This design comes from an exercise in tuning for small area, a short achievable clock period and few clock cycles on the open sky130 flow, not from production work.
Only simulation tests tie the RTL to the original design; equivalence was not proved.

==> flow/design.v (outline; a module is shown in full before it is edited, if it fits) <==
// module mac_acc: 556 lines
// module conv_top: 333 lines
module conv_top (
    input  logic        clk,
    input  logic        reset,
    input  logic [17:0] i_in_data,
    input  logic        i_in_valid,
    input  logic [3:0]  i_in_user,
    output logic        o_in_ready,
    output logic [40:0] o_out_data,
    output logic        o_out_valid,
    input  logic        i_out_ready
);
  // ...
==> flow/run.sh <==
#!/bin/bash
# synth_recipe.tcl (not shown) runs the flow's synth.tcl, then flattens the netlist and writes it again
# the make line also repeats each setting of config.mk as NAME=value (left out here)
make -C /OpenROAD-flow-scripts/flow DESIGN_CONFIG=/design/flow/config.mk WORK_HOME=/design/flow/orfs CLKGATE_MAP_FILE= SYNTH_SCRIPT=/design/flow/synth_recipe.tcl finish
==> flow/config.mk <==
export PLATFORM = sky130hd
export DESIGN_NAME = conv_top
export DESIGN_NICKNAME = conv_top
export VERILOG_FILES = /design/flow/design.v
export SDC_FILE = /design/flow/constraint.sdc
export NUM_CORES = 4
export LEC_CHECK = 0
export CAP_MARGIN = 20
export CORE_MARGIN = 2
export CORE_UTILIZATION = 40
export SLEW_MARGIN = 20
==> flow/constraint.sdc <==
create_clock -name core_clock -period 9.0 [get_ports {clk}]
set_input_delay 1.8000 -clock core_clock [delete_from_list [all_inputs] [get_ports {clk}]]
set_output_delay 1.8000 -clock core_clock [all_outputs]
set_load 0.01 [all_outputs]
==> flow_summary.toml, run 1 <==
[hold_path]
hold_class = "reg -> reg"
worstHoldPathCells = 0

[placement]
pre_cts_ws_ps = 3430
place_area_um2 = 180000

[floorplan]
core_um2 = 431000
num_rows = 241
io_pins = 69

[synthesis]
synth_flop_cell = "edfxtp_1"
syn-num-nets = 14900
netlist.area_leader.share_pct = 53.0
yosys_warnings = 17
synth_compound_area_share_pct = 11.6
ys_async_sr_fraction_pct = 0
synth_top_area_cell = "edfxtp_1"

[clock_network]
clk_latency_ps = 970
root_buffer = "clkbuf_16"

[worst_setup_path]
cp_slowest_cell = "buf_4"
crit_cells = 13
cp_max_fo = 94
worstSetupEndpoint = "acc_s[2][26]"
crit_buf_inv = 7
r2r_cells = 13

[global_routing]
grt_usage_pct = 22.8

[final_layout]
reg_top3 = "img x1152, ringa x450, ringb x450"
area_growth_pct = 10.7
seq_area_um2 = 93000
multi_input_area_um2 = 70900
fin_util_pct = 44.4
seq_share_pct = 48.6

[outcome]
status = "finished clean"

[detailed_routing]
num_vias = 109000
drc_errors = 0

[timing]
slew_viol_final = 0

[power]
Testbench counts, summed over its fixed seeds: cycles 7,174.
==> module conv_top, before the edit <==
module conv_top (
    input  logic        clk,
    input  logic        reset,
    input  logic [17:0] i_in_data,
    input  logic        i_in_valid,
    input  logic [3:0]  i_in_user,
    output logic        o_in_ready,
    output logic [40:0] o_out_data,
    output logic        o_out_valid,
    input  logic        i_out_ready
);
    localparam int M = 6;            
    logic [21:0] q0, q1;
    logic [1:0]  qcnt;
    logic        push, pop;
    assign o_in_ready = (qcnt != 2'd2);
    assign push       = i_in_valid && o_in_ready;
    always_ff @(posedge clk) begin
        if (push && (qcnt == 2'd0 || (qcnt == 2'd1 && pop))) q0 <= {i_in_user, i_in_data};
        else if (pop) q0 <= q1;
        if (push && ((qcnt == 2'd1 && !pop) || qcnt == 2'd2)) q1 <= {i_in_user, i_in_data};
    end
    always_ff @(posedge clk) begin
        if (reset) qcnt <= '0;
        else qcnt <= qcnt + {1'b0, push} - {1'b0, pop};
    end
    wire [17:0] hd = q0[17:0];
    wire [3:0]  hu = q0[21:18];
    wire        hv = (qcnt != 2'd0);
    typedef enum logic [1:0] {LS_FIRST, LS_W, LS_B, LS_X} ls_t;
    ls_t         ls;
    logic [2:0]  ka, kb;           
    logic        latest;           
    logic        lsel;             
    logic [1:0]  tq;               
    logic [1:0]  tqn;
    logic        cbusy, csel;      
    logic        at;               
    logic        msel;             
    logic [2:0]  k;                
    logic [2:0]  kl;               
    logic [4:0]  wcnt;             
    logic [2:0]  lrow, lcol;       
    logic [7:0]  row_full;         
    logic [17:0] biasa, biasb;
    logic [17:0] img [8][8];
    logic [17:0] ringa [25];
    logic [17:0] ringb [25];
    logic        mv, mfirst, mlast;   
    function automatic [4:0] ksq(input [2:0] kv);
        case (kv)
            3'd1: ksq = 5'd1;
            3'd2: ksq = 5'd4;
            3'd3: ksq = 5'd9;
            3'd4: ksq = 5'd16;
            default: ksq = 5'd25;
        endcase
    endfunction
    assign at = cbusy ? csel : tq[0];
    assign k  = at ? kb : ka;
    assign kl = lsel ? kb : ka;
    wire tgt     = !latest;
    wire tgt_use = (cbusy && csel == tgt) || (mv && msel == tgt) ||
                   (tqn != 2'd0 && tq[0] == tgt) || (tqn == 2'd2 && tq[1] == tgt);
    logic        ld_w, ld_x, ld_b;
    logic [2:0]  xr, xc;           
    always_comb begin
        ld_w = 1'b0;
        ld_x = 1'b0;
        ld_b = 1'b0;
        xr   = lrow;
        xc   = lcol;
        case (ls)
            LS_FIRST: begin
                if (hv && hu[0])  ld_w = !tgt_use;
                if (hv && !hu[0]) ld_x = !row_full[0];
                xr = 3'd0;
                xc = 3'd0;
            end
            LS_W: ld_w = hv;
            LS_B: ld_b = hv;
            LS_X: ld_x = hv && !row_full[lrow];
            default: ;
        endcase
    end
    assign pop          = ld_w || ld_x || ld_b;
    wire       lring = (ls == LS_FIRST) ? tgt : lsel;
    wire [4:0] kk_in = ksq((ls == LS_FIRST) ? hu[3:1] : kl);
    wire       fstart = (ls == LS_FIRST) && (ld_w || ld_x);
    wire       ftag   = ld_w ? tgt : latest;
    always_ff @(posedge clk) begin
        if (reset) begin
            ls     <= LS_FIRST;
            latest <= 1'b0;
            lsel   <= 1'b0;
            wcnt   <= '0;
            lrow <= '0;
            lcol <= '0;
        end else begin
            case (ls)
                LS_FIRST: begin
                    if (ld_w) begin
                        latest <= tgt;
                        lsel   <= tgt;
                        wcnt   <= 5'd1;
                        ls   <= (hu[3:1] == 3'd1) ? LS_B : LS_W;
                    end else if (ld_x) begin
                        lrow <= 3'd0;
                        lcol <= 3'd1;
                        ls   <= LS_X;
                    end
                end
                LS_W: if (ld_w) begin
                    wcnt <= wcnt + 5'd1;
                    if (wcnt == ksq(kl) - 5'd1) ls <= LS_B;
                end
                LS_B: if (ld_b) begin
                    lrow <= 3'd0;
                    lcol <= 3'd0;
                    ls   <= LS_X;
                end
                LS_X: if (ld_x) begin
                    lcol <= lcol + 3'd1;
                    if (lcol == 3'd7) begin
                        lrow <= lrow + 3'd1;
                        if (lrow == 3'd7) ls <= LS_FIRST;
                    end
                end
                default: ls <= LS_FIRST;
            endcase
        end
    end
    always_ff @(posedge clk) begin
        if (ld_w && ls == LS_FIRST && !tgt) ka <= hu[3:1];
        if (ld_w && ls == LS_FIRST &&  tgt) kb <= hu[3:1];
        if (ld_b && !lsel) biasa <= hd;
        if (ld_b &&  lsel) biasb <= hd;
    end
    always_ff @(posedge clk) begin
        for (int r = 0; r < 8; r++)
            for (int c = 0; c < 8; c++)
                if (ld_x && xr == 3'(r) && xc == 3'(c)) img[r][c] <= hd;
    end
    logic [2:0]  cr;               
    logic        cps;              
    logic [2:0]  ci, cj;           
    logic        hold;             
    logic        issue;
    wire  [3:0]  n      = 4'd9 - {1'b0, k};           
    wire         twop   = (n > 4'(M));
    wire  [2:0]  c0     = 3'(({1'b0, n} + 5'd1) >> 1);    
    wire  [3:0]  pw     = !twop ? n : (cps ? n - {1'b0, c0} : {1'b0, c0});
    wire         tfirst = (ci == 3'd0) && (cj == 3'd0);
    wire         jlast  = (cj == k - 3'd1);
    wire         ilast  = (ci == k - 3'd1);
    wire         plast  = !twop || cps;
    wire         rlast  = (cr == 3'(8 - {1'b0, k}));
    logic [7:0]  rsel;             
    logic [7:0]  cr_oh;            
    assign issue = !hold && (!tfirst || row_full[3'(cr + k - 3'd1)]);
    wire step_end = issue && jlast && ilast && plast;      
    wire [7:0] release_mask = !step_end ? 8'h00 :
                              (rlast ? (8'hFF << cr) : (8'h01 << cr));
    always_ff @(posedge clk) begin
        if (reset) begin
            cr    <= '0;
            cr_oh <= 8'h01;
            rsel  <= 8'h01;
            cps   <= 1'b0;
            ci    <= '0;
            cj    <= '0;
        end else if (issue) begin
            if (!jlast) cj <= cj + 3'd1;
            else begin
                cj <= '0;
                if (!ilast) begin
                    ci   <= ci + 3'd1;
                    rsel <= rsel << 1;
                end else begin
                    ci <= '0;
                    if (!plast) begin
                        cps  <= 1'b1;
                        rsel <= cr_oh;
                    end else begin
                        cps   <= 1'b0;
                        cr    <= rlast ? 3'd0 : cr + 3'd1;
                        cr_oh <= rlast ? 8'h01 : cr_oh << 1;
                        rsel  <= rlast ? 8'h01 : cr_oh << 1;
                    end
                end
            end
        end
    end
    always_ff @(posedge clk) begin
        if (reset) begin
            row_full <= '0;
            tqn      <= '0;
            cbusy    <= 1'b0;
        end else begin
            row_full <= (row_full & ~release_mask) |
                        ((ld_x && xc == 3'd7) ? (8'h01 << xr) : 8'h00);
            if (issue && !cbusy) begin
                cbusy <= 1'b1;
                csel  <= tq[0];
            end else if (step_end && rlast) begin
                cbusy <= 1'b0;
            end
            if (fstart) begin
                if (tqn == 2'd0 || (tqn == 2'd1 && issue && !cbusy)) tq[0] <= ftag;
                else tq[1] <= ftag;
            end
            if (issue && !cbusy) begin
                if (!(fstart && tqn == 2'd1)) tq[0] <= tq[1];
            end
            tqn <= tqn + {1'b0, fstart} - {1'b0, issue && !cbusy};
        end
    end
    wire lda = ld_w && !lring;
    wire ldb = ld_w &&  lring;
    wire rota = issue && !at;
    wire rotb = issue &&  at;
    wire [4:0] kka = lda ? kk_in : ksq(ka);
    wire [4:0] kkb = ldb ? kk_in : ksq(kb);
    always_ff @(posedge clk) begin
        if (lda || rota) begin
            for (int p = 0; p < 25; p++) begin
                if (p == 0 || p == 3 || p == 8 || p == 15 || p == 24) begin
                    if (5'(p) == kka - 5'd1) ringa[p] <= lda ? hd : ringa[0];
                    else if (p < 24) ringa[p] <= ringa[p + 1];
                end else begin
                    ringa[p] <= ringa[p + 1];
                end
            end
        end
        if (ldb || rotb) begin
            for (int p = 0; p < 25; p++) begin
                if (p == 0 || p == 3 || p == 8 || p == 15 || p == 24) begin
                    if (5'(p) == kkb - 5'd1) ringb[p] <= ldb ? hd : ringb[0];
                    else if (p < 24) ringb[p] <= ringb[p + 1];
                end else begin
                    ringb[p] <= ringb[p + 1];
                end
            end
        end
    end
    logic [17:0] W [8];
    logic [8:0]  bneg, bone, btwo;
    logic [3:0]  mcnt;
    logic [40:0] acc_s [M];
    logic [40:0] acc_c [M];
    logic        pend;
    logic [3:0]  pend_cnt;
    logic [3:0]  ocnt;
    logic [40:0] osr [M];
    logic        capture;
    assign capture = pend && (ocnt == 4'd0 || (ocnt == 4'd1 && i_out_ready));
    assign hold    = mv && mfirst && pend && !capture;
    logic [17:0] rowx [8];
    always_comb begin
        for (int b = 0; b < 8; b++) begin
            rowx[b] = '0;
            for (int r = 0; r < 8; r++) rowx[b] = rowx[b] | (img[r][b] & {18{rsel[r]}});
        end
    end
    wire [17:0] whead = at ? ringb[0] : ringa[0];
    wire [19:0] wx = {whead[17], whead, 1'b0};
    always_ff @(posedge clk) begin
        if (issue) begin
            for (int b = 0; b < 8; b++) begin
                if (cj == 3'd0) W[b] <= (cps && b < 4) ? rowx[b + 4] : rowx[b];
                else if (b < 7) W[b] <= W[b + 1];
            end
            for (int d = 0; d < 9; d++) begin
                bneg[d] <= wx[2*d+2];
                bone[d] <= wx[2*d+1] ^ wx[2*d];
                btwo[d] <= (wx[2*d+2] & ~wx[2*d+1] & ~wx[2*d]) | (~wx[2*d+2] & wx[2*d+1] & wx[2*d]);
            end
            mfirst <= tfirst;
            msel   <= at;
            mlast  <= jlast && ilast;
            mcnt   <= pw;
        end
    end
    always_ff @(posedge clk) begin
        if (reset) mv <= 1'b0;
        else if (!hold) mv <= issue;
    end
    wire [17:0] bias = msel ? biasb : biasa;
    wire [40:0] bias_x = {{23{bias[17]}}, bias};
    for (genvar m = 0; m < M; m++) begin : g_mac
        logic [40:0] ns, nc;
        mac_acc u_mac (
            .a   (W[m]),
            .neg (bneg), .one (bone), .two (btwo),
            .in1 (mfirst ? bias_x : acc_s[m]),
            .in2 (mfirst ? 41'd0  : acc_c[m]),
            .s   (ns), .c (nc)
        );
        always_ff @(posedge clk) begin
            if (mv && !hold) begin
                acc_s[m] <= ns;
                acc_c[m] <= nc;
            end
        end
    end
    always_ff @(posedge clk) begin
        if (reset) begin
            pend     <= 1'b0;
            pend_cnt <= '0;
        end else begin
            if (mv && !hold && mlast) begin
                pend     <= 1'b1;
                pend_cnt <= mcnt;
            end else if (capture) begin
                pend     <= 1'b0;
            end
        end
    end
    wire out_hs = o_out_valid && i_out_ready;
    assign o_out_valid = (ocnt != 4'd0);
    assign o_out_data  = osr[0];
    always_ff @(posedge clk) begin
        for (int m = 0; m < M; m++) begin
            if (capture) osr[m] <= acc_s[m] + acc_c[m];
            else if (out_hs && m < M - 1) osr[m] <= osr[m + 1];
        end
    end
    always_ff @(posedge clk) begin
        if (reset) ocnt <= '0;
        else if (capture) ocnt <= pend_cnt;
        else if (out_hs) ocnt <= ocnt - 4'd1;
    end
endmodule
==> run 2: changes to the inputs <==
--- a/flow/design.v
+++ b/flow/design.v
@@ -554,6 +554,201 @@
     assign s[40] = s451;
     assign c[40] = c450;
 endmodule
+module add41 (
+    input  logic [40:0] a,
+    input  logic [40:0] b,
+    output logic [40:0] y
+);
+    wire [40:0] p0 = a ^ b;
+    wire [40:0] g0 = a & b;
+    wire gu1 = g0[1] | (p0[1] & g0[0]);
+    wire pu1 = p0[1] & p0[0];
+    wire gu2 = g0[3] | (p0[3] & g0[2]);
+    wire pu2 = p0[3] & p0[2];
+    wire gu3 = g0[5] | (p0[5] & g0[4]);
+    wire pu3 = p0[5] & p0[4];
+    wire gu4 = g0[7] | (p0[7] & g0[6]);
+    wire pu4 = p0[7] & p0[6];
+    wire gu5 = g0[9] | (p0[9] & g0[8]);
+    wire pu5 = p0[9] & p0[8];
+    wire gu6 = g0[11] | (p0[11] & g0[10]);
+    wire pu6 = p0[11] & p0[10];
+    wire gu7 = g0[13] | (p0[13] & g0[12]);
+    wire pu7 = p0[13] & p0[12];
+    wire gu8 = g0[15] | (p0[15] & g0[14]);
+    wire pu8 = p0[15] & p0[14];
+    wire gu9 = g0[17] | (p0[17] & g0[16]);
+    wire pu9 = p0[17] & p0[16];
+    wire gu10 = g0[19] | (p0[19] & g0[18]);
+    wire pu10 = p0[19] & p0[18];
+    wire gu11 = g0[21] | (p0[21] & g0[20]);
+    wire pu11 = p0[21] & p0[20];
+    wire gu12 = g0[23] | (p0[23] & g0[22]);
+    wire pu12 = p0[23] & p0[22];
+    wire gu13 = g0[25] | (p0[25] & g0[24]);
+    wire pu13 = p0[25] & p0[24];
+    wire gu14 = g0[27] | (p0[27] & g0[26]);
+    wire pu14 = p0[27] & p0[26];
+    wire gu15 = g0[29] | (p0[29] & g0[28]);
+    wire pu15 = p0[29] & p0[28];
+    wire gu16 = g0[31] | (p0[31] & g0[30]);
+    wire pu16 = p0[31] & p0[30];
+    wire gu17 = g0[33] | (p0[33] & g0[32]);
+    wire pu17 = p0[33] & p0[32];
+    wire gu18 = g0[35] | (p0[35] & g0[34]);
+    wire pu18 = p0[35] & p0[34];
+    wire gu19 = g0[37] | (p0[37] & g0[36]);
+    wire pu19 = p0[37] & p0[36];
+    wire gu20 = g0[39] | (p0[39] & g0[38]);
+    wire pu20 = p0[39] & p0[38];
+    wire gu21 = gu2 | (pu2 & gu1);
+    wire pu21 = pu2 & pu1;
+    wire gu22 = gu4 | (pu4 & gu3);
+    wire pu22 = pu4 & pu3;
+    wire gu23 = gu6 | (pu6 & gu5);
+    wire pu23 = pu6 & pu5;
+    wire gu24 = gu8 | (pu8 & gu7);
+    wire pu24 = pu8 & pu7;
+    wire gu25 = gu10 | (pu10 & gu9);
+    wire pu25 = pu10 & pu9;
+    wire gu26 = gu12 | (pu12 & gu11);
+    wire pu26 = pu12 & pu11;
+    wire gu27 = gu14 | (pu14 & gu13);
+    wire pu27 = pu14 & pu13;
+    wire gu28 = gu16 | (pu16 & gu15);
+    wire pu28 = pu16 & pu15;
+    wire gu29 = gu18 | (pu18 & gu17);
+    wire pu29 = pu18 & pu17;
+    wire gu30 = gu20 | (pu20 & gu19);
+    wire pu30 = pu20 & pu19;
+    wire gu31 = gu22 | (pu22 & gu21);
+    wire pu31 = pu22 & pu21;
+    wire gu32 = gu24 | (pu24 & gu23);
+    wire pu32 = pu24 & pu23;
+    wire gu33 = gu26 | (pu26 & gu25);
+    wire pu33 = pu26 & pu25;
+    wire gu34 = gu28 | (pu28 & gu27);
+    wire pu34 = pu28 & pu27;
+    wire gu35 = gu30 | (pu30 & gu29);
+    wire pu35 = pu30 & pu29;
+    wire gu36 = gu32 | (pu32 & gu31);
+    wire pu36 = pu32 & pu31;
+    wire gu37 = gu34 | (pu34 & gu33);
+    wire pu37 = pu34 & pu33;
+    wire gu38 = gu37 | (pu37 & gu36);
+    wire pu38 = pu37 & pu36;
+    wire gd39 = gu33 | (pu33 & gu36);
+    wire pd39 = pu33 & pu36;
+    wire gd40 = gu35 | (pu35 & gu38);
+    wire pd40 = pu35 & pu38;
+    wire gd41 = gu23 | (pu23 & gu31);
+    wire pd41 = pu23 & pu31;
+    wire gd42 = gu25 | (pu25 & gu36);
+    wire pd42 = pu25 & pu36;
+    wire gd43 = gu27 | (pu27 & gd39);
+    wire pd43 = pu27 & pd39;
+    wire gd44 = gu29 | (pu29 & gu38);
+    wire pd44 = pu29 & pu38;
+    wire gd45 = gu3 | (pu3 & gu21);
+    wire pd45 = pu3 & pu21;
+    wire gd46 = gu5 | (pu5 & gu31);
+    wire pd46 = pu5 & pu31;
+    wire gd47 = gu7 | (pu7 & gd41);
+    wire pd47 = pu7 & pd41;
+    wire gd48 = gu9 | (pu9 & gu36);
+    wire pd48 = pu9 & pu36;
+    wire gd49 = gu11 | (pu11 & gd42);
+    wire pd49 = pu11 & pd42;
+    wire gd50 = gu13 | (pu13 & gd39);
+    wire pd50 = pu13 & pd39;
+    wire gd51 = gu15 | (pu15 & gd43);
+    wire pd51 = pu15 & pd43;
+    wire gd52 = gu17 | (pu17 & gu38);
+    wire pd52 = pu17 & pu38;
+    wire gd53 = gu19 | (pu19 & gd44);
+    wire pd53 = pu19 & pd44;
+    wire gd54 = g0[2] | (p0[2] & gu1);
+    wire pd54 = p0[2] & pu1;
+    wire gd55 = g0[4] | (p0[4] & gu21);
+    wire pd55 = p0[4] & pu21;
+    wire gd56 = g0[6] | (p0[6] & gd45);
+    wire pd56 = p0[6] & pd45;
+    wire gd57 = g0[8] | (p0[8] & gu31);
+    wire pd57 = p0[8] & pu31;
+    wire gd58 = g0[10] | (p0[10] & gd46);
+    wire pd58 = p0[10] & pd46;
+    wire gd59 = g0[12] | (p0[12] & gd41);
+    wire pd59 = p0[12] & pd41;
+    wire gd60 = g0[14] | (p0[14] & gd47);
+    wire pd60 = p0[14] & pd47;
+    wire gd61 = g0[16] | (p0[16] & gu36);
+    wire pd61 = p0[16] & pu36;
+    wire gd62 = g0[18] | (p0[18] & gd48);
+    wire pd62 = p0[18] & pd48;
+    wire gd63 = g0[20] | (p0[20] & gd42);
+    wire pd63 = p0[20] & pd42;
+    wire gd64 = g0[22] | (p0[22] & gd49);
+    wire pd64 = p0[22] & pd49;
+    wire gd65 = g0[24] | (p0[24] & gd39);
+    wire pd65 = p0[24] & pd39;
+    wire gd66 = g0[26] | (p0[26] & gd50);
+    wire pd66 = p0[26] & pd50;
+    wire gd67 = g0[28] | (p0[28] & gd43);
+    wire pd67 = p0[28] & pd43;
+    wire gd68 = g0[30] | (p0[30] & gd51);
+    wire pd68 = p0[30] & pd51;
+    wire gd69 = g0[32] | (p0[32] & gu38);
+    wire pd69 = p0[32] & pu38;
+    wire gd70 = g0[34] | (p0[34] & gd52);
+    wire pd70 = p0[34] & pd52;
+    wire gd71 = g0[36] | (p0[36] & gd44);
+    wire pd71 = p0[36] & pd44;
+    wire gd72 = g0[38] | (p0[38] & gd53);
+    wire pd72 = p0[38] & pd53;
+    wire gd73 = g0[40] | (p0[40] & gd40);
+    wire pd73 = p0[40] & pd40;
+    assign y[0] = p0[0];
+    assign y[1] = p0[1] ^ g0[0];
+    assign y[2] = p0[2] ^ gu1;
+    assign y[3] = p0[3] ^ gd54;
+    assign y[4] = p0[4] ^ gu21;
+    assign y[5] = p0[5] ^ gd55;
+    assign y[6] = p0[6] ^ gd45;
+    assign y[7] = p0[7] ^ gd56;
+    assign y[8] = p0[8] ^ gu31;
+    assign y[9] = p0[9] ^ gd57;
+    assign y[10] = p0[10] ^ gd46;
+    assign y[11] = p0[11] ^ gd58;
+    assign y[12] = p0[12] ^ gd41;
+    assign y[13] = p0[13] ^ gd59;
+    assign y[14] = p0[14] ^ gd47;
+    assign y[15] = p0[15] ^ gd60;
+    assign y[16] = p0[16] ^ gu36;
+    assign y[17] = p0[17] ^ gd61;
+    assign y[18] = p0[18] ^ gd48;
+    assign y[19] = p0[19] ^ gd62;
+    assign y[20] = p0[20] ^ gd42;
+    assign y[21] = p0[21] ^ gd63;
+    assign y[22] = p0[22] ^ gd49;
+    assign y[23] = p0[23] ^ gd64;
+    assign y[24] = p0[24] ^ gd39;
+    assign y[25] = p0[25] ^ gd65;
+    assign y[26] = p0[26] ^ gd50;
+    assign y[27] = p0[27] ^ gd66;
+    assign y[28] = p0[28] ^ gd43;
+    assign y[29] = p0[29] ^ gd67;
+    assign y[30] = p0[30] ^ gd51;
+    assign y[31] = p0[31] ^ gd68;
+    assign y[32] = p0[32] ^ gu38;
+    assign y[33] = p0[33] ^ gd69;
+    assign y[34] = p0[34] ^ gd52;
+    assign y[35] = p0[35] ^ gd70;
+    assign y[36] = p0[36] ^ gd44;
+    assign y[37] = p0[37] ^ gd71;
+    assign y[38] = p0[38] ^ gd53;
+    assign y[39] = p0[39] ^ gd72;
+    assign y[40] = p0[40] ^ gd40;
+endmodule
 module conv_top (
     input  logic        clk,
     input  logic        reset,
@@ -594,6 +789,7 @@
     logic        at;               
     logic        msel;             
     logic [2:0]  k;                
+    logic        fe_q;             
     logic [2:0]  kl;               
     logic [4:0]  wcnt;             
     logic [2:0]  lrow, lcol;       
@@ -613,7 +809,7 @@
         endcase
     endfunction
     assign at = cbusy ? csel : tq[0];
-    assign k  = at ? kb : ka;
+    always_ff @(posedge clk) k <= at ? kb : ka;
     assign kl = lsel ? kb : ka;
     wire tgt     = !latest;
     wire tgt_use = (cbusy && csel == tgt) || (mv && msel == tgt) ||
@@ -713,7 +909,8 @@
     wire         rlast  = (cr == 3'(8 - {1'b0, k}));
     logic [7:0]  rsel;             
     logic [7:0]  cr_oh;            
-    assign issue = !hold && (!tfirst || row_full[3'(cr + k - 3'd1)]);
+    wire  [7:0]  need   = cr_oh << (k - 3'd1);       
+    assign issue = !hold && !fe_q && (!tfirst || |(row_full & need));
     wire step_end = issue && jlast && ilast && plast;      
     wire [7:0] release_mask = !step_end ? 8'h00 :
                               (rlast ? (8'hFF << cr) : (8'h01 << cr));
@@ -752,7 +949,9 @@
             row_full <= '0;
             tqn      <= '0;
             cbusy    <= 1'b0;
+            fe_q     <= 1'b0;
         end else begin
+            fe_q     <= step_end && rlast;
             row_full <= (row_full & ~release_mask) |
                         ((ld_x && xc == 3'd7) ? (8'h01 << xr) : 8'h00);
             if (issue && !cbusy) begin
@@ -808,9 +1007,10 @@
     logic [3:0]  pend_cnt;
     logic [3:0]  ocnt;
     logic [40:0] osr [M];
+    logic [40:0] res [M];          
     logic        capture;
     assign capture = pend && (ocnt == 4'd0 || (ocnt == 4'd1 && i_out_ready));
-    assign hold    = mv && mfirst && pend && !capture;
+    assign hold    = mv && mfirst && pend && (ocnt != 4'd0);
     logic [17:0] rowx [8];
     always_comb begin
         for (int b = 0; b < 8; b++) begin
@@ -852,6 +1052,7 @@
             .in2 (mfirst ? 41'd0  : acc_c[m]),
             .s   (ns), .c (nc)
         );
+        add41 u_add (.a(acc_s[m]), .b(acc_c[m]), .y(res[m]));
         always_ff @(posedge clk) begin
             if (mv && !hold) begin
                 acc_s[m] <= ns;
@@ -877,7 +1078,7 @@
     assign o_out_data  = osr[0];
     always_ff @(posedge clk) begin
         for (int m = 0; m < M; m++) begin
-            if (capture) osr[m] <= acc_s[m] + acc_c[m];
+            if (capture) osr[m] <= res[m];
             else if (out_hs && m < M - 1) osr[m] <= osr[m + 1];
         end
     end
==> flow_summary.toml, run 2 <==
[timing]
fin_crit_sh_pct = 64.5
slew_viol_final = 0
fmax_mhz = 172
finalWorstSetupSlack_ps = 3190
worstMarginPinSlew_ps = 1230
slew_headroom_pct = 18.1
fin_crit_ps = 5810
hold_viol = 0
setup_viol = 0
rsz0062_at_grt = "no"
finalClockSkew_ps = 56.1

[clock_network]
postCtsSetupBuffers = 0
numCtsBuffers = 336
clk_latency_ps = 970
cts.path.max_buffers = 4
hold_buffers = 0
clk_pin_slew_ps = 60
cts_sinks = 3120
cts_tree = "yes"
root_buffer = "clkbuf_16"
htree_levels = 5
cts_resized = 0

[global_routing]
antenna_found_initial = 20
grt_max_degree = 199
grt_pass1_vias = 106000
grt-ovfl-total = 0
grt_usage_pct = 23.2
grt_pass1_wl_um = 740000

[floorplan]
core_um2 = 424000
start_util_pct = 40.2
die_h_um = 657
num_rows = 239
io_pins = 69
die-area_um2 = 432000
die_w_um = 657

[synthesis]
synth_flop_cell = "edfxtp_1"
syn-cell-area_um2 = 171000
syn_avg_cell_area_um2 = 13.2
ys_async_sr_fraction_pct = 0
synth_top_family_by_area = "adder cells"
synthMuxAreaShare_pct = 1.51
netlist_top_cells_area = "edfxtp_1, fa_1, a22oi_1"
ys_seq_elements = 3120
syn-num-nets = 14700
synth_top_area_cell = "edfxtp_1"
ys_seq_area_share_pct = 54.5
netlist.area_leader.share_pct = 53.7
synthAdderAreaFrac_pct = 17.6
synth-simple-area-share_pct = 4.23
synth_edf_count = 3052
yosys_warnings = 18
syn_inst = 12900
yosys-top-cells-count = "edfxtp_1, inv_1, a22oi_1"
yosys.cell_count.top_type = "edfxtp_1"
synth_compound_area_share_pct = 10.4
yosys.area_share.xor_xnor_pct = 6.19
ys_types = 76

[worst_setup_path]
end_kind = "register"
r2r_start = "msel"
critPathKind = "reg -> reg"
arrival_ps = 6510
cp-start-kind = "register"
cp_common_cell = "fa_1"
cp_max_fo = 20
r2r_setup_slack_ps = 3190
cp_slowest_stage_delay_ps = 980
cp_slowest_cell = "mux2i_1"
worstPathCellList = "buf_4, mux2i_1, nand2b_2, buf_4, o21ai_0, fa_1, inv_1, fa_1, inv_1, fa_1, inv_1, fa_1, inv_1, fa_1"
crit_buf_inv = 6
reg2reg_to = "acc_s[1][18]"
critPathTopFamily = "adder cells"
cp.required_ps = 9700
r2r_cells = 14

[hold_path]
hold_path_end = "ringa[14][11]"
hold_class = "reg -> reg"
hp-start = "ringa[15][11]"
worstHoldPathCells = 0

[detailed_routing]
num_vias = 106000
firstDrtPassIters = 6
wl_per_cell_um = 27.2
drtAntennaViolNets = 0
drc_errors = 0
routed_via_density = 5.64
routed_wl_um = 510000
drt_iter0_markers = 12200

[final_layout]
drive_gt1_share_pct = 7.90
final_common_cell = "edfxtp_1"
largest_reg_flops = 1152
reg_top3 = "img x1152, ringa x450, ringb x450"
instances_no_fill = 18700
fin_nets = 14500
max_flop_register = "img"
layout_common_cells = "edfxtp_1, inv_1, a22oi_1"
area_growth_pct = 10.9

[placement]
numPortBuffers = 68
dp.cells = 18100
pre_cts_ws_ps = 3420
gp_congestion = 0.896
dp_hpwl_um = 315000

[run]
cap_violations = 0

[outcome]
status = "finished clean"
[run 2: cell count changes in the layout (fill, tap and decap cells not counted), sizes merged, moves of 32 or more]
| cell | change |
|---|---|
| a211oi | -32 |
| a21o | -64 |
| a21oi | -47 |
| clkinv | +48 |
| fa | +114 |
| inv | +80 |
| mux2 | -88 |
| nand2 | +97 |
| nor2b | -69 |
| o21ai | -61 |
| xor2 | -91 |
[run 2: cells by family after synthesis]
| group | count (synthesis) |
|---|---|
| DFF | 3120 |
| buffers and inverters | 2472 |
| and+or+nand+nor | 1568 |
| muxes | 230 |
| adders and majority gates | 1698 |
| xor gates and xnor gates | 1204 |
| AOI/OAI and AO/OA | 2636 |
[run 2: area by class of cell]
cell class	instances	area (µm²)
Multi-Input combinational cell	7336	68500
Tap cell	5663	7090
Inverter	1574	5940
Antenna cell	18	45.0
Clock inverter	225	2030
Fill cell	38200	235000
Sequential cell	3120	93000
Timing Repair Buffer	408	3750
Clock buffer	394	8730
[run 2: through the flow]
stage	hold WS [ps]	TNS, ps	utilization (%)	cell area, µm²
global placement	400	0	42.0	178000
global route	362	0	44.6	189000
floorplan	400	-407820	-	171000
finish	379	0	44.6	189000
CTS	346	0	44.6	189000
detailed placement	405	0	42.0	178000
[run 2: routing by layer]
metal  part of all wire [%]  global-route usage (%)  vias to the layer above
li1                       -                       -                    45200
met1                     41                    32.1                    54000
met2                     45                    36.4                     5466
met3                    9.4                    4.20                     1056
met4                    4.2                    8.66                       12
met5                  0.014                       0                        -
[run 2: worst max-delay path by stage]
stage | slack, ps | depth (start not counted) | start | endpoint
floorplan | -2150 | 6 | mfirst | pend_cnt[3]
global placement | 3480 | 14 | msel | acc_s[2][18]
detailed placement | 3420 | 14 | msel | acc_s[0][18]
CTS | 3350 | 14 | msel | acc_s[2][18]
global route | 3100 | 14 | msel | acc_s[2][18]
finish | 3190 | 14 | msel | acc_s[1][18]
Testbench counts of run 2, summed over its fixed seeds: cycles 7,197.
==> run 3: changes to the inputs <==
--- a/flow/design.v
+++ b/flow/design.v
@@ -909,8 +909,7 @@
     wire         rlast  = (cr == 3'(8 - {1'b0, k}));
     logic [7:0]  rsel;             
     logic [7:0]  cr_oh;            
-    wire  [7:0]  need   = cr_oh << (k - 3'd1);       
-    assign issue = !hold && !fe_q && (!tfirst || |(row_full & need));
+    assign issue = !hold && !fe_q && (cj != 3'd0 || |(row_full & rsel));
     wire step_end = issue && jlast && ilast && plast;      
     wire [7:0] release_mask = !step_end ? 8'h00 :
                               (rlast ? (8'hFF << cr) : (8'h01 << cr));
--- a/flow/config.mk
+++ b/flow/config.mk
@@ -8,4 +8,5 @@
 export CAP_MARGIN = 20
 export CORE_MARGIN = 2
 export CORE_UTILIZATION = 40
+export SETUP_SLACK_MARGIN = 4.5
 export SLEW_MARGIN = 20
==> flow_summary.toml, run 3 <==
[outcome]
status = "finished clean"

[synthesis]
syn_avg_cell_area_um2 = 13.3
synthAdderAreaFrac_pct = 17.6
synth_compound_area_share_pct = 10.3
netlist.area_leader.share_pct = 53.7
ys_types = 85
ys_seq_area_share_pct = 54.5
synth-simple-area-share_pct = 4.14
yosys.area_share.xor_xnor_pct = 6.17
netlist_top_cells_area = "edfxtp_1, fa_1, a22oi_1"
yosys.cell_count.top_type = "edfxtp_1"
syn-num-nets = 14600
synthMuxAreaShare_pct = 1.74
ys_seq_elements = 3120
yosys-top-cells-count = "edfxtp_1, inv_1, a22oi_1"
synth_edf_count = 3052
syn-cell-area_um2 = 171000
synth_top_family_by_area = "adder cells"
synth_top_area_cell = "edfxtp_1"
ys_async_sr_fraction_pct = 0
synth_flop_cell = "edfxtp_1"
yosys_warnings = 18
syn_inst = 12800

[timing]
slew_headroom_pct = 20.8
rsz0062_at_grt = "yes"
finalClockSkew_ps = 93.4
setup_viol = 0
slew_viol_final = 0
fin_crit_sh_pct = 50.1
worstMarginPinSlew_ps = 1180
whs_ps = 390
fmax_mhz = 222
hold_viol = 0
tns_ps = 0
fin_crit_ps = 4510
finalWorstSetupSlack_ps = 4490

[worst_setup_path]
reg2reg_to = "acc_s[5][29]"
cp_slowest_stage_delay_ps = 730
worstPathCellList = "buf_6, buf_16, or2_2, nand2_1, xnor2_1, fa_1, inv_1, fa_1, inv_1, fa_1, fa_1"
critPathKind = "reg -> reg"
r2r_cells = 11
r2r_start = "bone[5]"
cp-start-kind = "register"
cp_max_fo = 44
end_kind = "register"
cp_slowest_cell = "fa_1"
arrival_ps = 5230
r2r_setup_slack_ps = 4490
cp.required_ps = 9720
cp_common_cell = "fa_1"

[hold_path]
hold_path_end = "ringa[4][11]"
hold_class = "reg -> reg"
worstHoldPathCells = 0
hp-start = "ringa[5][11]"

[global_routing]
grt_usage_pct = 24.0
antenna_found_initial = 30
grt_max_degree = 197
grt-ovfl-total = 0
grt_pass1_wl_um = 762000
grt_pass1_vias = 106000

[clock_network]
cts.path.max_buffers = 4
htree_levels = 5
cts_sinks = 3120
root_buffer = "clkbuf_16"
numCtsBuffers = 340
cts_tree = "yes"
clk_pin_slew_ps = 60
clk_latency_ps = 990

[detailed_routing]
drc_errors = 0
num_vias = 107000
firstDrtPassIters = 6
routed_wl_um = 536000
drtAntennaViolNets = 0
routed_via_density = 5.72
wl_per_cell_um = 28.6
drt_iter0_markers = 14100

[placement]
gp_congestion = 0.896
numPortBuffers = 68
dp_hpwl_um = 325000
pre_cts_ws_ps = 3800

[final_layout]
max_flop_register = "img"
largest_reg_flops = 1152
layout_common_cells = "edfxtp_1, inv_1, a22oi_1"
reg_top3 = "img x1152, ringa x450, ringb x450"
fillers = 38100
final_common_cell = "edfxtp_1"
drive_gt1_share_pct = 9.52
multi_input_area_um2 = 68700
area_growth_pct = 11.7
fin_nets = 14500
seq_area_um2 = 93000
fin_util_pct = 45.0

[floorplan]
die-area_um2 = 432000
num_rows = 239
die_h_um = 657
core_um2 = 424000
die_w_um = 657
io_pins = 69
start_util_pct = 40.2

[run]
cap_violations = 0
==> run 3: worst max path at each step <==
stage	start	to	depth (start not counted)
after floorplan	ocnt[1]	ringa[24][0]	8
after global placement	msel	acc_s[3][18]	13
after detailed placement	msel	acc_s[3][18]	13
after CTS	btwo[4]	acc_s[0][19]	13
after global routing	acc_c[5][0]	osr[3][21]	14
final	bone[5]	acc_s[5][29]	11
==> run 3: cell type report <==
type | instances | share of cell area (%)
flip-flops and latches | 3120 | 48.8
multi-input cells | 7277 | 36.0
clock buffers | 418 | 4.63
well taps | 5663 | 3.72
inverters | 1557 | 3.10
repair buffers | 478 | 2.65
clock inverters | 199 | 1.03
diodes | 15 | 0.0197
repair inverters | 1 | 0.00591
==> run 3: per-stage QoR <==
stage | instances | instance area, µm²
floorplan | 12800 | 171000
global placement | 18000 | 178000
detailed placement | 18000 | 178000
CTS | 18700 | 190000
global route | 18700 | 191000
finish | 18700 | 191000
==> run 3: kinds of logic (layout without fill, tap and decap cells) <==
family                   count (synthesis)  count (layout)
AO/OA/AOI/OAI                         2591            2592
XOR/XNOR                              1200            1200
adder cells (fa/ha/maj)               1698            1698
buffers and inverters                 2445            2653
flip-flops                            3120            3120
multiplexers                           259             259
other                                    0              15
AND/OR/NAND/NOR                       1527            1528
==> run 3: what timing repair did <==
action / 4_1_cts / 5_1_grt
endpoints found under the setup margin: 337 / 225
pin swaps: 3 / 4
resized for setup: 76 / 62
setup buffers: 25 / 29
hold buffers: 0 / 0
gates cloned: 11 / 8
==> run 3: per-layer routing <==
metal,up-vias,GRT usage [%],share of wire (%)
met5,-,0,0.061
li1,45100,-,-
met4,22,10.5,5.1
met2,6032,36.6,44
met3,1290,5.58,11
met1,54700,33.0,40
==> run 3: critical path, delay by kind of cell (launching register included) <==
family	cells	cell delay, ps
adders and majority gates	4	2090
buffers and inverters	4	940
DFF	1	350
xor gates and xnor gates	1	180
and+or+nand+nor	2	620
Testbench counts of run 3, summed over its fixed seeds: cycles 6,739.
==> run 4: changes to the inputs <==
--- a/flow/design.v
+++ b/flow/design.v
@@ -788,6 +788,7 @@
     logic        cbusy, csel;      
     logic        at;               
     logic        msel;             
+    logic [17:0] mbias;            
     logic [2:0]  k;                
     logic        fe_q;             
     logic [2:0]  kl;               
@@ -1032,6 +1033,7 @@
             end
             mfirst <= tfirst;
             msel   <= at;
+            mbias  <= at ? biasb : biasa;
             mlast  <= jlast && ilast;
             mcnt   <= pw;
         end
@@ -1040,8 +1042,7 @@
         if (reset) mv <= 1'b0;
         else if (!hold) mv <= issue;
     end
-    wire [17:0] bias = msel ? biasb : biasa;
-    wire [40:0] bias_x = {{23{bias[17]}}, bias};
+    wire [40:0] bias_x = {{23{mbias[17]}}, mbias};
     for (genvar m = 0; m < M; m++) begin : g_mac
         logic [40:0] ns, nc;
         mac_acc u_mac (
--- a/flow/config.mk
+++ b/flow/config.mk
@@ -7,6 +7,6 @@
 export LEC_CHECK = 0
 export CAP_MARGIN = 20
 export CORE_MARGIN = 2
-export CORE_UTILIZATION = 40
-export SETUP_SLACK_MARGIN = 4.5
+export CORE_UTILIZATION = 55
+export SETUP_SLACK_MARGIN = 5
 export SLEW_MARGIN = 20
==> flow_summary.toml, run 4 <==
[final_layout]
reg_top3 = "img x1152, ringa x450, ringb x450"
fin_nets = 14900
instances_no_fill = 17600
layout_common_cells = "edfxtp_1, inv_1, a22oi_1"
max_flop_register = "img"
largest_reg_flops = 1152
final_common_cell = "edfxtp_1"
area_growth_pct = 15.0
drive_gt1_share_pct = 13.1
final_area_um2 = 196000

[detailed_routing]
drc_errors = 0
drtAntennaViolNets = 0
num_vias = 112000
drt_iter0_markers = 14300
wl_met1_um = 212000
met3WireLength_um = 66800
routed_wl_um = 574000
met2_length_um = 253000
routed_via_density = 6.37
wl_per_cell_um = 32.6
dr.max_layer_used = "met5"
firstDrtPassIters = 12

[synthesis]
ys_async_sr_fraction_pct = 0
syn_inst = 13000
syn-cell-area_um2 = 171000
netlist_top_cells_area = "edfxtp_1, fa_1, a22oi_1"
ys_types = 75
synth_edf_count = 3070
synth_top_area_cell = "edfxtp_1"
ys_seq_area_share_pct = 54.8
yosys.cell_count.top_type = "edfxtp_1"
yosys_warnings = 18
synth_flop_cell = "edfxtp_1"
ys_seq_elements = 3138
netlist.area_leader.share_pct = 54.0
syn_avg_cell_area_um2 = 13.1
yosys-top-cells-count = "edfxtp_1, inv_1, a22oi_1"
syn-num-nets = 14700

[clock_network]
clk_latency_ps = 1000
cts_sinks = 3138
cts_tree = "yes"
clk_pin_slew_ps = 60
numCtsBuffers = 340
htree_levels = 5
cts.path.max_buffers = 4
root_buffer = "clkbuf_16"

[worst_setup_path]
worstPathCellList = "ha_1, a21o_1, a21o_1, a21oi_1, o21ai_1, a221oi_2, o31ai_4, buf_6, a31o_4, a221o_1, a21o_1, a21o_1, fa_2, xnor2_2, o21ai_1"
cp.required_ps = 9650
crit_buf_inv = 1
cp_max_fo = 3
cp_common_cell = "a21o_1"
crit_cells = 15
critPathKind = "reg -> reg"
cp_slowest_stage_delay_ps = 470
cp-start-kind = "register"
critPathTopFamily = "compound AO/OA/AOI/OAI gates"
worstSetupEndpoint = "osr[1][39]"
cp_slowest_cell = "edfxtp_1"
cp-startpoint = "acc_c[1][13]"
r2r_cells = 15
arrival_ps = 4910
reg2reg_to = "osr[1][39]"
r2r_setup_slack_ps = 4740
r2r_start = "acc_c[1][13]"
end_kind = "register"

[timing]
fmax_mhz = 235
slew_viol_final = 0
rsz0062_at_grt = "yes"
setup_viol = 0
finalWorstSetupSlack_ps = 4740
fin_crit_sh_pct = 47.3
slew_headroom_pct = 14.3
tns_ps = 0
worstMarginPinSlew_ps = 1290
fin_crit_ps = 4260
finalClockSkew_ps = 109
whs_ps = 395
hold_viol = 0

[global_routing]
grt_max_degree = 208
grt_pass1_wl_um = 808000
grt_pass1_vias = 113000
grt-ovfl-total = 0
antenna_found_initial = 30
grt_usage_pct = 35.8

[outcome]
status = "finished clean"

[placement]
place_area_um2 = 176000
dp_hpwl_um = 319000
dp.cells = 16600
gp_congestion = 0.917
pre_cts_ws_ps = 3450
numPortBuffers = 68

[floorplan]
num_rows = 204
die-area_um2 = 315000
die_w_um = 561
io_pins = 69
core_um2 = 309000
start_util_pct = 55.2
die_h_um = 561

[run]
cap_violations = 0

[hold_path]
hold_class = "reg -> reg"
[run 4: cell count changes in the layout (fill, tap and decap cells not counted), moves of 39 or more]
cell,delta
o21ai_0,-42
a22oi_1,-144
buf_16,+49
a22oi_2,+143
mux2_2,-123
buf_6,+40
buf_4,+89
nor2_2,-39
o21ai_1,+103
fa_2,+98
fa_1,-98
xor2_1,-84
nor2_1,+88
[run 4: final cells by class]
class | instances | area [µm²]
Fill cell | 23100 | 113000
Sequential cell | 3138 | 93600
Multi-Input combinational cell | 7368 | 70500
Timing Repair Buffer | 738 | 9590
Clock buffer | 405 | 8790
Inverter | 1570 | 5960
Tap cell | 4120 | 5150
Clock inverter | 212 | 2390
Antenna cell | 35 | 87.6
Timing Repair inverter | 4 | 37.5
[run 4: how the worst min path moves through the flow]
stage	start	to	slack, ps	cells after the start
2_1_floorplan	ringa[11][0]	ringa[10][0]	400	0
3_3_place_gp	ringb[13][8]	ringb[12][8]	400	0
3_5_place_dp	ringa[12][12]	ringa[11][12]	400	0
4_1_cts	ringa[5][8]	ringa[4][8]	400	0
5_1_grt	ringa[5][8]	ringa[4][8]	400	0
6_report	ringa[5][8]	ringa[4][8]	400	0
[run 4: worst register-to-register path: stages (launching register included)]
cell and delay, ps:
edfxtp_1 470, ha_1 390, a21o_1 260, a21o_1 190
a21oi_1 170, o21ai_1 100, a221oi_2 440, o31ai_4 160
buf_6 160, a31o_4 300, a221o_1 370, a21o_1 180
a21o_1 180, fa_2 370, xnor2_2 170, o21ai_1 70
[run 4: metal layers]
metal	track usage, %	vias to the layer above
met4	20.5	26
met1	47.0	57100
li1	-	46000
met5	0	-
met3	9.49	1857
met2	54.2	7099
[run 4: logic make-up after synthesis]
logic type | count (synthesis) | synth area share, %
adders and majority gates | 1698 | 17.6
muxes | 146 | 0.920
AOI/OAI and AO/OA | 2711 | 10.7
buffers and inverters | 2480 | 5.47
and+or+nand+nor | 1609 | 4.31
DFF | 3138 | 54.8
xor gates and xnor gates | 1199 | 6.16
[run 4: repair_timing]
action,CTS,global route
setup endpoints to repair,1272,940
hold buffers,0,0
pin swaps,138,178
setup buffers,194,67
gates resized for setup,558,362
gates cloned,71,21
[run 4: per-stage QoR]
stage | util (%)
2_1_floorplan | -
3_3_place_gp | 57.0
3_5_place_dp | 57.0
4_1_cts | 62.6
5_1_grt | 63.5
6_report | 63.5
Testbench counts of run 4, summed over its fixed seeds: cycles 6,739.
==> run 5: changes to the inputs <==
--- a/flow/design.v
+++ b/flow/design.v
@@ -764,16 +764,22 @@
     logic [21:0] q0, q1;
     logic [1:0]  qcnt;
     logic        push, pop;
-    assign o_in_ready = (qcnt != 2'd2);
-    assign push       = i_in_valid && o_in_ready;
+    logic [1:0]  qcnt_n;
+    assign push   = i_in_valid && o_in_ready;
+    assign qcnt_n = qcnt + {1'b0, push} - {1'b0, pop};
     always_ff @(posedge clk) begin
         if (push && (qcnt == 2'd0 || (qcnt == 2'd1 && pop))) q0 <= {i_in_user, i_in_data};
         else if (pop) q0 <= q1;
         if (push && ((qcnt == 2'd1 && !pop) || qcnt == 2'd2)) q1 <= {i_in_user, i_in_data};
     end
     always_ff @(posedge clk) begin
-        if (reset) qcnt <= '0;
-        else qcnt <= qcnt + {1'b0, push} - {1'b0, pop};
+        if (reset) begin
+            qcnt       <= '0;
+            o_in_ready <= 1'b1;
+        end else begin
+            qcnt       <= qcnt_n;
+            o_in_ready <= (qcnt_n != 2'd2);
+        end
     end
     wire [17:0] hd = q0[17:0];
     wire [3:0]  hu = q0[21:18];
@@ -1074,7 +1080,6 @@
         end
     end
     wire out_hs = o_out_valid && i_out_ready;
-    assign o_out_valid = (ocnt != 4'd0);
     assign o_out_data  = osr[0];
     always_ff @(posedge clk) begin
         for (int m = 0; m < M; m++) begin
@@ -1083,8 +1088,15 @@
         end
     end
     always_ff @(posedge clk) begin
-        if (reset) ocnt <= '0;
-        else if (capture) ocnt <= pend_cnt;
-        else if (out_hs) ocnt <= ocnt - 4'd1;
+        if (reset) begin
+            ocnt        <= '0;
+            o_out_valid <= 1'b0;
+        end else if (capture) begin
+            ocnt        <= pend_cnt;
+            o_out_valid <= 1'b1;
+        end else if (out_hs) begin
+            ocnt        <= ocnt - 4'd1;
+            o_out_valid <= (ocnt != 4'd1);
+        end
     end
 endmodule
--- a/flow/config.mk
+++ b/flow/config.mk
@@ -8,5 +8,6 @@
 export CAP_MARGIN = 20
 export CORE_MARGIN = 2
 export CORE_UTILIZATION = 55
+export CTS_BUF_LIST = sky130_fd_sc_hd__clkbuf_8
 export SETUP_SLACK_MARGIN = 5
 export SLEW_MARGIN = 20
==> flow_summary.toml, run 5 <==
[final_layout]
final_common_cell = "edfxtp_1"
max_flop_register = "img"
fillers = 23500
area_growth_pct = 14.2
reg_top3 = "img x1152, ringa x450, ringb x450"
final_area_um2 = 195000
fin_util_pct = 63.2
drive_gt1_share_pct = 15.0
fin_nets = 15100
layout_common_cells = "edfxtp_1, inv_1, a22oi_1"
largest_reg_flops = 1152

[synthesis]
netlist.area_leader.share_pct = 53.9
yosys-top-cells-count = "edfxtp_1, inv_1, a22oi_1"
synth_top_area_cell = "edfxtp_1"
netlist_top_cells_area = "edfxtp_1, fa_1, a22oi_1"
synth_edf_count = 3070
syn_avg_cell_area_um2 = 13.2
yosys_warnings = 18
syn_inst = 12900
syn-num-nets = 14600
syn-cell-area_um2 = 171000
ys_types = 83
synth_flop_cell = "edfxtp_1"
yosys.cell_count.top_type = "edfxtp_1"
ys_seq_area_share_pct = 54.7
ys_async_sr_fraction_pct = 0
ys_seq_elements = 3140

[global_routing]
antenna_found_initial = 36
grt_pass1_wl_um = 795000
grt_pass1_vias = 115000
grt_usage_pct = 34.9
grt_max_degree = 155
grt-ovfl-total = 0

[detailed_routing]
routed_wl_um = 570000
drtAntennaViolNets = 0
drt_iter0_markers = 13800
wl_per_cell_um = 31.9
firstDrtPassIters = 9
drc_errors = 0
met2_length_um = 252000
wl_met1_um = 208000
dr.max_layer_used = "met5"
num_vias = 113000
met3WireLength_um = 65800
routed_via_density = 6.29

[worst_setup_path]
cp-start-kind = "register"
critPathKind = "reg -> reg"
reg2reg_to = "acc_s[0][18]"
cp_slowest_cell = "fa_1"
cp_common_cell = "fa_1"
cp_slowest_stage_delay_ps = 580
r2r_setup_slack_ps = 4770
r2r_cells = 12
crit_buf_inv = 6
critPathTopFamily = "adder cells"
cp_max_fo = 43
r2r_start = "bneg[2]"
end_kind = "register"
worstPathCellList = "buf_4, buf_16, xnor2_1, fa_1, inv_1, fa_1, inv_1, fa_1, inv_2, fa_1, inv_1, fa_2"
arrival_ps = 5110
cp.required_ps = 9880

[clock_network]
numCtsBuffers = 543
hold_buffers = 0
clk_latency_ps = 1210
cts_sinks = 3140
root_buffer = "clkbuf_8"
cts.path.max_buffers = 4
htree_levels = 6
clk_pin_slew_ps = 60
cts_tree = "yes"

[timing]
fin_crit_sh_pct = 47.0
worstMarginPinSlew_ps = 1300
hold_viol = 0
fin_crit_ps = 4230
slew_headroom_pct = 13.0
fmax_mhz = 236
slew_viol_final = 0
setup_viol = 0
finalWorstSetupSlack_ps = 4770
tns_ps = 0
finalClockSkew_ps = 111
rsz0062_at_grt = "yes"

[hold_path]
hp-start = "ringa[11][8]"
hold_path_end = "ringa[10][8]"
hold_class = "reg -> reg"
worstHoldPathCells = 0

[floorplan]
die-area_um2 = 315000
die_h_um = 562
core_um2 = 309000
die_w_um = 562
num_rows = 204
start_util_pct = 55.3
io_pins = 69

[placement]
gp_congestion = 0.887
numPortBuffers = 68
dp_hpwl_um = 310000
pre_cts_ws_ps = 3600
place_area_um2 = 177000

[outcome]
status = "finished clean"

[run]
cap_violations = 0
==> run 5: cell count changes in the layout (fill, tap and decap cells not counted), moves of 24 or more <==
cell       delta
a21oi_1      -51
buf_4        +41
bufinv_16    -24
clkbuf_1     -62
clkbuf_16   -321
clkbuf_8    +547
clkinv_1     +55
inv_1       +138
mux2_2       +61
o21ai_0      +48
o21ai_1      -93
==> run 5: layout make-up <==
type	count	area [µm²]	share of cell area [%]
diodes	19	47.5	0.0244
clock buffers	549	7560	3.87
clock inverters	394	2140	1.10
inverters	1561	5950	3.05
multi-input cells	7331	70900	36.3
flip-flops and latches	3140	93600	48.0
well taps	4120	5150	2.64
repair buffers	770	9870	5.05
repair inverters	3	42.5	0.0218
==> run 5: cells by family after synthesis <==
logic type / count (synthesis) / synth area share, %
flip-flops: 3140 / 54.7
AO/OA/AOI/OAI: 2653 / 10.6
buffers and inverters: 2459 / 5.45
adder cells (fa/ha/maj): 1695 / 17.6
AND/OR/NAND/NOR: 1576 / 4.26
XOR/XNOR: 1202 / 6.16
multiplexers: 200 / 1.29
==> run 5: how the worst max path moves through the flow <==
stage / start / cells past startpoint / endpoint
after floorplan: cj[0] / 10 / ringb[24][0]
after global placement: mfirst / 13 / acc_s[0][19]
after detailed placement: mfirst / 11 / acc_s[0][17]
after CTS: mfirst / 13 / acc_s[0][19]
after global routing: mfirst / 13 / acc_s[1][22]
final: bneg[2] / 12 / acc_s[0][18]
==> run 5: stage by stage <==
step | hold WS, ps | std cells
finish | 400 | 17900
global route | 402 | 17900
CTS | 393 | 17700
detailed placement | 405 | 16500
global placement | 400 | 16500
floorplan | 400 | 12900
==> run 5: layer usage <==
metal / up-vias / GRT usage, %
met5: - / 0
met4: 26 / 20.9
met3: 1946 / 9.01
met2: 6965 / 53.9
met1: 57200 / 44.7
li1: 46400 / -
==> run 5: repair_timing <==
| action | in CTS | in global routing |
|---|---|---|
| resized for setup | 427 | 461 |
| cloned | 70 | 42 |
| setup endpoints to repair | 1270 | 1007 |
| setup buffers | 153 | 122 |
| pin swaps | 88 | 199 |
Testbench counts of run 5, summed over its fixed seeds: cycles 6,739.
==> run 6: changes to the inputs <==
--- a/flow/design.v
+++ b/flow/design.v
@@ -793,7 +793,6 @@
     logic [1:0]  tqn;
     logic        cbusy, csel;      
     logic        at;               
-    logic        msel;             
     logic [17:0] mbias;            
     logic [2:0]  k;                
     logic        fe_q;             
@@ -819,7 +818,7 @@
     always_ff @(posedge clk) k <= at ? kb : ka;
     assign kl = lsel ? kb : ka;
     wire tgt     = !latest;
-    wire tgt_use = (cbusy && csel == tgt) || (mv && msel == tgt) ||
+    wire tgt_use = (cbusy && csel == tgt) ||
                    (tqn != 2'd0 && tq[0] == tgt) || (tqn == 2'd2 && tq[1] == tgt);
     logic        ld_w, ld_x, ld_b;
     logic [2:0]  xr, xc;           
@@ -918,8 +917,7 @@
     logic [7:0]  cr_oh;            
     assign issue = !hold && !fe_q && (cj != 3'd0 || |(row_full & rsel));
     wire step_end = issue && jlast && ilast && plast;      
-    wire [7:0] release_mask = !step_end ? 8'h00 :
-                              (rlast ? (8'hFF << cr) : (8'h01 << cr));
+    wire [7:0] release_mask = (issue && cj == 3'd0 && plast && (ci == 3'd0 || rlast)) ? rsel : 8'h00;
     always_ff @(posedge clk) begin
         if (reset) begin
             cr    <= '0;
@@ -1038,7 +1036,6 @@
                 btwo[d] <= (wx[2*d+2] & ~wx[2*d+1] & ~wx[2*d]) | (~wx[2*d+2] & wx[2*d+1] & wx[2*d]);
             end
             mfirst <= tfirst;
-            msel   <= at;
             mbias  <= at ? biasb : biasa;
             mlast  <= jlast && ilast;
             mcnt   <= pw;
==> flow_summary.toml, run 6 <==
[clock_network]
root_buffer = "clkbuf_8"
clk_pin_slew_ps = 60
clk_latency_ps = 1210
htree_levels = 6
numCtsBuffers = 540
cts_sinks = 3139
cts_tree = "yes"
cts.path.max_buffers = 4

[detailed_routing]
firstDrtPassIters = 7
routed_via_density = 6.22
routed_wl_um = 542000
drt_iter0_markers = 12800
drc_errors = 0
wl_per_cell_um = 30.6
drtAntennaViolNets = 0
num_vias = 110000

[final_layout]
drive_gt1_share_pct = 16.0
fillers = 23300
final_common_cell = "edfxtp_1"
largest_reg_flops = 1152
layout_common_cells = "edfxtp_1, inv_1, a22oi_1"
fin_nets = 14900
area_growth_pct = 13.5
multi_input_area_um2 = 70700
max_flop_register = "img"
reg_top3 = "img x1152, ringa x450, ringb x450"
seq_area_um2 = 93600

[placement]
numPortBuffers = 68
pre_cts_ws_ps = 3430
gp_congestion = 0.889
dp_hpwl_um = 307000

[global_routing]
grt_max_degree = 212
use_met2_pct = 51.9
antenna_found_initial = 34
grtUsageMet1_pct = 44.6
grt_pass1_vias = 113000
grt_usage_pct = 33.9
grt-busiest-layer = "met2"
grt-ovfl-total = 0
grt.met3_usage_pct = 8.58
grt_pass1_wl_um = 773000

[hold_path]
hold_class = "reg -> reg"
hp-start = "ringa[3][2]"

[floorplan]
num_rows = 204
start_util_pct = 55.3
die_w_um = 562
io_pins = 69
die-area_um2 = 315000
die_h_um = 562
core_um2 = 309000

[timing]
finalClockSkew_ps = 99.8
worstMarginPinSlew_ps = 1370
hold_viol = 0
slew_headroom_pct = 7.88
setup_viol = 0
slew_viol_final = 0
rsz0062_at_grt = "yes"
fin_crit_ps = 4260
fmax_mhz = 235
fin_crit_sh_pct = 47.4
finalWorstSetupSlack_ps = 4740

[worst_setup_path]
r2r_start = "btwo[3]"
end_kind = "register"
arrival_ps = 5160
cp-startpoint = "btwo[3]"
cp_slowest_cell = "fa_2"
cp_max_fo = 6
crit_buf_inv = 8
cp_common_cell = "buf_6"
critPathKind = "reg -> reg"
worstPathCellList = "buf_6, buf_6, buf_12, buf_12, buf_16, buf_6, or2_4, buf_6, nand2_4, xnor2_2, fa_2, fa_1, inv_1, fa_2, fa_2"
critPathTopFamily = "adder cells"
cp_slowest_stage_delay_ps = 530
r2r_setup_slack_ps = 4740
cp.required_ps = 9900
cp-start-kind = "register"

[synthesis]
syn_avg_cell_area_um2 = 13.4
synth_top_area_cell = "edfxtp_1"
ys_types = 83
ys_seq_area_share_pct = 54.7
yosys_warnings = 18
netlist_top_cells_area = "edfxtp_1, fa_1, a22oi_1"
netlist.area_leader.share_pct = 53.9
synth_flop_cell = "edfxtp_1"
synth_edf_count = 3069
syn_inst = 12800
yosys.cell_count.top_type = "edfxtp_1"
syn-cell-area_um2 = 171000
yosys-top-cells-count = "edfxtp_1, inv_1, a22oi_1"
ys_seq_elements = 3139
ys_async_sr_fraction_pct = 0
syn-num-nets = 14500

[run]
cap_violations = 0

[outcome]
status = "finished clean"
==> run 6: changes by cell type in the layout (fill, tap and decap cells not counted), moves of 40 or more <==
cell / delta
nand2_1: -57
a21oi_1: -42
mux2_2: +146
mux2i_1: -40
inv_1: -43
buf_4: -63
==> run 6: cell type report <==
type / count / share of cell area (%)
diodes: 22 / 0.0283
clock buffers: 555 / 3.93
clock inverters: 388 / 1.21
inverters: 1540 / 3.01
multi-input cells: 7232 / 36.4
flip-flops and latches: 3139 / 48.2
well taps: 4120 / 2.65
repair buffers: 693 / 4.58
repair inverters: 2 / 0.00902
==> run 6: cells by family (layout without fill, tap and decap cells) <==
logic type | after synthesis | count (layout) | share of synthesized area, %
flip-flops | 3139 | 3139 | 54.7
AO/OA/AOI/OAI | 2564 | 2567 | 10.3
buffers and inverters | 2422 | 3178 | 5.38
adder cells (fa/ha/maj) | 1694 | 1694 | 17.6
AND/OR/NAND/NOR | 1476 | 1479 | 4.02
XOR/XNOR | 1202 | 1202 | 6.16
multiplexers | 290 | 290 | 1.90
other | 0 | 22 | 0
==> run 6: through the flow <==
stage	instances	setup TNS (ps)	instance area [µm²]	hold WS [ps]	utilization, %
finish	17700	0	194000	400	62.8
floorplan	12800	-40600	171000	400	-
global route	17700	0	194000	401	62.8
detailed placement	16400	0	176000	405	57.1
CTS	17600	0	192000	394	62.1
global placement	16400	0	176000	400	57.1
==> run 6: path summary, 6_finish.rpt <==
kind	endpoint	cells after the start
max	acc_s[3][24]	15
min	ringa[2][2]	0
max reg2reg	acc_s[3][24]	15
min reg2reg	ringa[2][2]	0
==> run 6: repair_timing <==
item,CTS,global route
pin swaps,115,181
gates resized for setup,514,422
cloned,67,13
hold buffers,0,0
setup endpoints to repair,1774,768
buffers inserted,191,42
==> run 6: worst reg2reg max path: stages, from the launching register on <==
cell and delay, ps:
edfxtp_1 500, buf_6 190, buf_6 120, buf_12 120
buf_12 140, buf_16 170, buf_6 120, or2_4 350
buf_6 170, nand2_4 50, xnor2_2 120, fa_2 470
fa_1 490, inv_1 50, fa_2 530, fa_2 420
==> run 6: per-layer routing <==
metal | routed length, µm | vias up
met5 | 62 | -
met3 | 59100 | 1670
met4 | 32800 | 10
li1 | - | 45900
met2 | 243000 | 6464
met1 | 207000 | 56000
Testbench counts of run 6, summed over its fixed seeds: cycles 6,649.

port drivers added, routing unchanged:
How much do the figures lean on ideal ports? The routed layouts below were timed once more, with nothing changed but the port constraints. Step 1 (the two cells are an assumption about what drives the block):
set clk [get_ports {clk}]
set_driving_cell -lib_cell sky130_fd_sc_hd__clkbuf_16 $clk
set_driving_cell -lib_cell sky130_fd_sc_hd__buf_2 [delete_from_list [all_inputs] $clk]
Step 2 also shifts input and output timing later by t, the mid clock arrival at the registers, as if the neighbouring blocks saw the same clock. a / b / c = ideal / step 1 / step 2; a / b = the first two.
run | t (ns) | slack for setup (ns) | worst setup path at the end | worst register clock-pin slew, ns | worst slew at a driven data input, ns
run 1 | 1.036 | 3.351 / 3.351 / 3.351 | register to register | 0.07 / 0.07 | 0.12
run 2 | 1.048 | 3.192 / 3.192 / 3.192 | register to register | 0.07 / 0.07 | 0.13
run 3 | 1.044 | 4.493 / 4.493 / 3.944 | input to register | 0.08 / 0.08 | 0.06
run 4 | 1.046 | 4.741 / 4.741 / 3.903 | input to register | 0.07 / 0.07 | 0.20
run 5 | 1.251 | 4.768 / 4.768 / 3.914 | input to register | 0.07 / 0.07 | 0.06
run 6 | 1.270 | 4.738 / 4.738 / 3.815 | input to register | 0.07 / 0.07 | 0.05
After both steps setup and hold are still met in every run listed. For run 6, which loses most, drivers alone change the setup slack by 0.000 ns; drivers and shift together by -0.923 ns.
